What follows belongs to an exercise in optimizing a design on an open flow for small area and a short achievable clock period; a production flow would make more cautious choices. In this exercise RTL edits were held to simulation tests only and were not proved equivalent to the original. Power and IR drop assume default switching activity.

== 07-16 ==
Design dual_mem_controller, start of the top module:
module dual_mem_controller (
    input  logic        CLK,
    input  logic        nRST,
    input  logic        imem0_ren,
    input  logic [12:0] imem0_addr,
    input  logic        imem1_ren,
    input  logic [12:0] imem1_addr,
    input  logic        dmem0_rd_valid,
    input  logic [12:0] dmem0_rd_addr,
    input  logic        dmem1_rd_valid,
    input  logic [12:0] dmem1_rd_addr,
    input  logic        dmem0_wr_valid,
    input  logic [12:0] dmem0_wr_addr,
    input  logic [63:0] dmem0_wr_data,
    input  logic        dmem1_wr_valid,
    input  logic [12:0] dmem1_wr_addr,
    input  logic [63:0] dmem1_wr_data,
    input  logic        dcache0_flushed,
    input  logic        dcache1_flushed,
    input  logic [1:0]  ram_state,
    input  logic [31:0] ram_load,
    output logic        imem0_hit,
    output logic [63:0] imem0_load,
    output logic        imem1_hit,
    output logic [63:0] imem1_load,
    output logic        dmem0_rd_resp_valid,
    output logic [63:0] dmem0_rd_resp_data,
    output logic        dmem1_rd_resp_valid,
    output logic [63:0] dmem1_rd_resp_data,
    output logic        slow_down,
    output logic        flushed,
    output logic        ram_ren,
    output logic        ram_wen,
    output logic [13:0] ram_addr,
    output logic [31:0] ram_store
);
Size in the first run: roughly 2300 cells after synthesis, roughly 660 flip-flops, roughly 560 I/O pins, ~30000 sq um of cells after synthesis.
==> flow/config.mk <==
export PLATFORM = sky130hd
export DESIGN_NAME = dual_mem_controller
export DESIGN_NICKNAME = dual_mem_controller
export VERILOG_FILES = /design/flow/design.v
export SDC_FILE = /design/flow/constraint.sdc
export NUM_CORES = 4
export LEC_CHECK = 0
export CAP_MARGIN = 5
export CORE_MARGIN = 2
export CORE_UTILIZATION = 60
export CTS_BUF_LIST = sky130_fd_sc_hd__clkbuf_8
export CTS_CLUSTER_DIAMETER = 50
export CTS_CLUSTER_SIZE = 16
export PLACE_DENSITY = 0.72
export SETUP_SLACK_MARGIN = 2.7
export SLEW_MARGIN = 5
==> flow/constraint.sdc <==
create_clock -name core_clock -period 5.8 [get_ports {CLK}]
set_input_delay 1.1600 -clock core_clock [delete_from_list [all_inputs] [get_ports {CLK}]]
set_output_delay 1.1600 -clock core_clock [all_outputs]
set_load 0.01 [all_outputs]
standard.sh (not shown) runs the stock make flow with config.mk's settings and CLKGATE_MAP_FILE= SYNTH_SCRIPT=/design/flow/synth_recipe.tcl, a recipe that flattens the netlist after the stock synthesis.
==> flow/flow/run.sh <==
#!/bin/bash
set -euo pipefail
export BUFFER_PORTS_ARGS="-buffer_cell sky130_fd_sc_hd__buf_1"
bash standard.sh finish > make_finish.log 2>&1
Input-level comparison between 05-14 and 07-16:
Settings: changing SLEW_MARGIN from 5 to 20; changing CAP_MARGIN from 5 to 20.
--- outcome ---
- Share of cells above drive strength 1 for 05-14: 0.60 points down relative to 07-16
- From 07-16 to 05-14 the numbers moved as follows: number of vias per cell after detailed routing held; switching power share of the total shows an increase of 0.22 points.

========
west:
dual_mem_controller, a different RTL version from the one above (not shown whole).
Size in the first run: ~2200 cells after synthesis, ~640 flip-flops, roughly 560 I/O pins, roughly 29000 um2 of cells after synthesis.
Settings: LEC_CHECK=0, CAP_MARGIN=20, CORE_MARGIN=2, CORE_UTILIZATION=60, CTS_BUF_LIST=sky130_fd_sc_hd__clkbuf_8, CTS_CLUSTER_DIAMETER=50, CTS_CLUSTER_SIZE=16, PLACE_DENSITY=0.72, SETUP_SLACK_MARGIN=2.7, SLEW_MARGIN=20; clock period 5.8 ns.
Scripts as last shown in full above: flow/flow/run.sh
Setup changes, west to north
- SETUP_SLACK_MARGIN now 2.9, was 2.7
### Flow results
In the tables for north and west, fmax reads higher with north. [compare] base=west new=north: post-layout total power increased 81 uW; number of non-clock buffers in the layout increased 8; total net switching power decreased about 1.7%.

========
RTL: one of the versions met above, not the one the previous note started from.
For scale: roughly 2,300 cells after synthesis, roughly 0.030 mm^2 of cells after synthesis.
==> flow/config.mk <==
export PLATFORM = sky130hd
export DESIGN_NAME = dual_mem_controller
export DESIGN_NICKNAME = dual_mem_controller
export VERILOG_FILES = /design/flow/design.v
export SDC_FILE = /design/flow/constraint.sdc
export NUM_CORES = 4
export LEC_CHECK = 0
export CAP_MARGIN = 20
export CORE_MARGIN = 2
export CORE_UTILIZATION = 60
export CTS_BUF_LIST = sky130_fd_sc_hd__clkbuf_8
export CTS_CLUSTER_DIAMETER = 50
export CTS_CLUSTER_SIZE = 16
export PLACE_DENSITY = 0.72
export SETUP_SLACK_MARGIN = 2.6
export SLEW_MARGIN = 20
==> flow/constraint.sdc <==
create_clock -name core_clock -period 5.8 [get_ports {CLK}]
set_input_delay 1.1600 -clock core_clock [delete_from_list [all_inputs] [get_ports {CLK}]]
set_output_delay 1.1600 -clock core_clock [all_outputs]
set_load 0.01 [all_outputs]
Scripts as last shown in full above: flow/flow/run.sh
Edit:
CTS_BUF_LIST = sky130_fd_sc_hd__clkbuf_8 sky130_fd_sc_hd__clkbuf_16   (was sky130_fd_sc_hd__clkbuf_8)
SETUP_SLACK_MARGIN = 2.5   (was 2.6)
Effect: The changed run went through all stages and came out clean; synthesized cell count stays the same; count of clock-buffer cells in the layout goes up by 4; setup slack improved by 3.2 ps; power rose by a few percent.

========
== run A ==
Starting RTL as in the previous note.
export LEC_CHECK = 0
export CAP_MARGIN = 20
export CORE_MARGIN = 2
export CORE_UTILIZATION = 60
export CTS_BUF_LIST = sky130_fd_sc_hd__clkbuf_8
export CTS_CLUSTER_DIAMETER = 50
export CTS_CLUSTER_SIZE = 16
export PLACE_DENSITY = 0.72
export SETUP_SLACK_MARGIN = 2.8
export SLEW_MARGIN = 20
create_clock -name core_clock -period 5.8 [get_ports {CLK}]
Scripts as last shown in full above: flow/flow/run.sh
diff inputs: run A => run B
--- a/flow/config.mk
+++ b/flow/config.mk
@@ -10 +10 @@
-export CORE_UTILIZATION = 60
+export CORE_UTILIZATION = 70
@@ -14,2 +14,2 @@
-export PLACE_DENSITY = 0.72
-export SETUP_SLACK_MARGIN = 2.8
+export PLACE_DENSITY = 0.8
+export SETUP_SLACK_MARGIN = 2.7
### Flow results
Relative contribution of the clock network to total power (run B over run A): decrease, 1.5 points. Diff run A and run B: wire length on met1 lower in run B. Run B vs run A, worst setup path startpoint: imem0_addr[0] vs ram_state[0]. Between run A and run B, final area is lower for run B, run A comes in above that. Sequential power (lower): run B. Summary — share of the final layout cell area in sequential cells, run B relative to run A: higher, by 0.39 points. The core of run B is more densely filled than that of run A. Routed wire in run B totals less than in run A. Going from run A to run B, leakage component of the power ~0 delta; via count +about 1.8%.
Relative to run B, the following input files were edited for run C:
--- a/flow/config.mk
+++ b/flow/config.mk
@@ -10,6 +10,4 @@
-export CORE_UTILIZATION = 70
-export CTS_BUF_LIST = sky130_fd_sc_hd__clkbuf_8
-export CTS_CLUSTER_DIAMETER = 50
-export CTS_CLUSTER_SIZE = 16
-export PLACE_DENSITY = 0.8
-export SETUP_SLACK_MARGIN = 2.7
+export CORE_UTILIZATION = 60
+export CTS_BUF_LIST = sky130_fd_sc_hd__clkbuf_4 sky130_fd_sc_hd__clkbuf_8
+export PLACE_DENSITY = 0.72
+export SETUP_SLACK_MARGIN = 2.8
==> run summary <==
Run C: floorplan die area 16% above run B. Number of non-clock inverters came out exactly the same in run C and run B. | switching power summed over all nets | higher: run C |. Run C packs its core more loosely than run B. Any difference in endpoint required time on the critical path between run C and run B is small enough to ignore. Run C vs run B — via count of the first global-routing pass climbed slightly. Cells: run C has more instances than run B. Final-layout clock buffer total: run C and run B compared, higher one is run C.

## separate check: timing with driven ports
In the flow no input, the clock included, has a driving cell. The finished layouts below were timed again as built, in two steps. Step 1 assumes that a clkbuf_16 drives the clock port and a buf_2 every other input. Step 2 also shifts input and output timing later by t, the mid clock arrival at the registers, as if the neighbouring blocks saw the same clock. Slacks: ideal ports / drivers / drivers and shift; pairs: ideal ports / drivers.
run	shift t [ns]	setup slack, ns	hold WS [ns]	worst setup path at the end	cell pins on the clock port's net
07-16	0.758	2.638 / 2.597 / 2.133	0.409 / 0.409 / 0.409	input to register	1
05-14	0.748	2.637 / 2.605 / 2.215	0.410 / 0.410 / 0.410	input to register	1
west	0.752	2.394 / 2.354 / 2.024	0.482 / 0.482 / 0.482	input to register	1
north	0.742	2.619 / 2.590 / 2.296	0.480 / 0.480 / 0.480	input to register	1
the first run of note 3	0.765	2.602 / 2.535 / 2.186	0.419 / 0.419 / 0.419	input to register	1
the second run of note 3	0.680	2.605 / 2.554 / 1.987	0.429 / 0.429 / 0.429	input to register	1
run A	0.757	2.589 / 2.564 / 2.141	0.411 / 0.411 / 0.411	input to register	1
run B	0.745	2.548 / 2.510 / 2.100	0.461 / 0.461 / 0.461	input to register	1
run C	0.758	2.626 / 2.584 / 2.185	0.399 / 0.399 / 0.399	input to register	1
After both steps setup and hold are still met in every run listed. The setup slack of the second run of note 3, which loses most, moves by -0.051 ns with the drivers and by -0.618 ns with both steps.
